From an optimization exercise on the open Yosys and OpenROAD flow, aimed at small area; shortcuts taken in it are not production practice.
The RTL was checked by simulation tests, not by an equivalence proof against the original design.
Power is estimated from default activity; no workload was simulated. No driver is modelled on the clock port, so clocking that relies on it looks cheaper here than on a real chip.

==> flow/design.v (excerpt) <==
module dds_spi_slave #(
  parameter int unsigned NREG        = 23,
  parameter int unsigned SHORT_LAST  = 10,
  parameter int unsigned SYNC_STAGES = 2
) (
  input  logic              clk,
  input  logic              rst,
  input  logic              SCLK,
  input  logic              CS,
  input  logic              SDIO,
  output logic              SDO,
  input  logic              IO_UPDATE,
  input  logic [ADDR_W-1:0] rd_addr,
  output logic [DATA_W-1:0] rd_data,
  output logic              wr_strobe,
  output logic [ADDR_W-1:0] wr_addr,
  output logic              upd_pulse
);
Size in the first run: roughly 3700 cells after synthesis, about 2400 flip-flops, roughly 83 I/O pins.
==> flow/config.mk <==
export PLATFORM = sky130hd
export DESIGN_NAME = dds_spi_slave
export DESIGN_NICKNAME = dds_spi_slave
export VERILOG_FILES = /design/flow/design.v
export SDC_FILE = /design/flow/constraint.sdc
export NUM_CORES = 4
export LEC_CHECK = 0
export CAP_MARGIN = 20
export CORE_MARGIN = 2
export CORE_UTILIZATION = 65
export CTS_CLUSTER_DIAMETER = 110
export CTS_CLUSTER_SIZE = 33
export PLACE_DENSITY = 0.75
export SLEW_MARGIN = 20
export SYNTH_HIERARCHICAL = 1
==> flow/constraint.sdc <==
create_clock -name core_clock -period 5.0 [get_ports {clk}]
set_input_delay 1.0000 -clock core_clock [delete_from_list [all_inputs] [get_ports {clk}]]
set_output_delay 1.0000 -clock core_clock [all_outputs]
set_load 0.01 [all_outputs]
standard.sh (not shown) runs the stock make flow with config.mk's settings and CLKGATE_MAP_FILE= SYNTH_SCRIPT=/design/flow/synth_recipe.tcl, a recipe that flattens the netlist after the stock synthesis.
==> flow/flow/run.sh <==
#!/bin/bash
# The standard layout (the standard.sh, standard synthesis unchanged) with two changes:
# * the port buffers are buf_2 cells instead of the delay-cell buffer the default picks;
# * clock tree synthesis inserts no dummy loads.
# Every ORFS step writes its own log under orfs/logs/; make's output goes to flow_make.log.
set -euo pipefail
export BUFFER_PORTS_ARGS="-buffer_cell sky130_fd_sc_hd__buf_2"
export CTS_ARGS="-sink_clustering_enable -repair_clock_nets -sink_clustering_size 33 -sink_clustering_max_diameter 110 -dont_use_dummy_load"
bash standard.sh finish > flow_make.log 2>&1
==> next run, changes <==
--- a/flow/flow/run.sh
+++ b/flow/flow/run.sh
@@ -6,4 +6,4 @@
 set -euo pipefail
 export BUFFER_PORTS_ARGS="-buffer_cell sky130_fd_sc_hd__buf_2"
-export CTS_ARGS="-sink_clustering_enable -repair_clock_nets -sink_clustering_size 33 -sink_clustering_max_diameter 110 -dont_use_dummy_load"
+export CTS_ARGS="-sink_clustering_enable -repair_clock_nets -sink_clustering_size 26 -sink_clustering_max_diameter 90 -dont_use_dummy_load"
 bash standard.sh finish > flow_make.log 2>&1
CTS_CLUSTER_DIAMETER = 90   (was 110)
CTS_CLUSTER_SIZE = 26   (was 33)
Setup slack is better by 0.0056 ns; global-route usage goes up by 0.22 points; non-clock buffer count is unchanged; die area stays the same; routed wire length goes up by 0.41%; flip-flop and latch count stays the same; total power goes up by 2.6%.
==> next run, changes <==
==> flow/flow/run.sh (replaced) <==
#!/bin/bash
# The standard layout (the standard.sh, standard synthesis unchanged) with two changes:
# * the port buffers are buf_1 cells instead of the delay-cell buffer the default picks;
# * clock tree synthesis inserts no dummy loads.
# Every ORFS step writes its own log under orfs/logs/; make's output goes to flow_make.log.
set -euo pipefail
export BUFFER_PORTS_ARGS="-buffer_cell sky130_fd_sc_hd__buf_1"
export CTS_ARGS="-sink_clustering_enable -repair_clock_nets -sink_clustering_size 30 -sink_clustering_max_diameter 100 -dont_use_dummy_load"
bash standard.sh finish > flow_make.log 2>&1
CTS_CLUSTER_DIAMETER = 100   (was 90)
CTS_CLUSTER_SIZE = 30   (was 26)
The new run finished clean. Global-route usage is lower by 0.21 points. Sequential power stays flat. Core utilization shrinks by 0.43 points. Worst hold slack gets better by 0.15 ns. Die area does not change. Design area drops by about 0.6%. Power falls by 1.8%. Combinational power came out lower by about 0.8%. Via count barely changes.
==> next run, changes <==
==> flow/flow/run.sh (replaced) <==
#!/bin/bash
# The standard layout (the standard.sh, standard synthesis unchanged) with two changes:
# * the port buffers are buf_2 cells instead of the delay-cell buffer the default picks;
# * clock tree synthesis inserts no dummy loads.
# Every ORFS step writes its own log under orfs/logs/; make's output goes to flow_make.log.
set -euo pipefail
export BUFFER_PORTS_ARGS="-buffer_cell sky130_fd_sc_hd__buf_2"
export CTS_ARGS="-sink_clustering_enable -repair_clock_nets -sink_clustering_size 30 -sink_clustering_max_diameter 100 -dont_use_dummy_load"
bash standard.sh finish > flow_make.log 2>&1
Result: Power barely changes; combinational power rises by about 0.6%; utilization rises by 0.17 points; register-to-register slack is better by 0.04 ns; hold slack is worse by 0.096 ns; routed wire length stays flat; synthesized area does not change; setup slack is worse by 0.054 ns.

-- what the ideal ports hide --
No port has a modelled driver above. Below, the same layouts with a new extraction and two added sets of constraints.
Step 1 sets driving cells, clkbuf_16 on the clock port and buf_2 on the other inputs (assumed; they add their load-dependent delay and slew).
Step 2 moves the port delays by t, midway between the first and last clock arrival at a register: inputs arrive t later, outputs are due t later. That takes back most of the time a late clock gives input paths.
a / b / c = no drivers / after step 1 / after step 2; a / b = the first two.
run	t, ns	slack for setup (ns)	latest minus earliest clock arrival (ns)	worst slew at a driven data input, ns
the first run	0.799	0.130 / 0.047 / 0.846	0.070 / 0.071	0.04
the second run	0.827	0.135 / 0.063 / 0.890	0.068 / 0.068	0.04
the third run	0.787	0.192 / 0.115 / 0.902	0.073 / 0.074	0.04
the fourth run	0.778	0.138 / 0.066 / 0.844	0.069 / 0.069	0.04
After both steps every run listed still meets setup and hold.
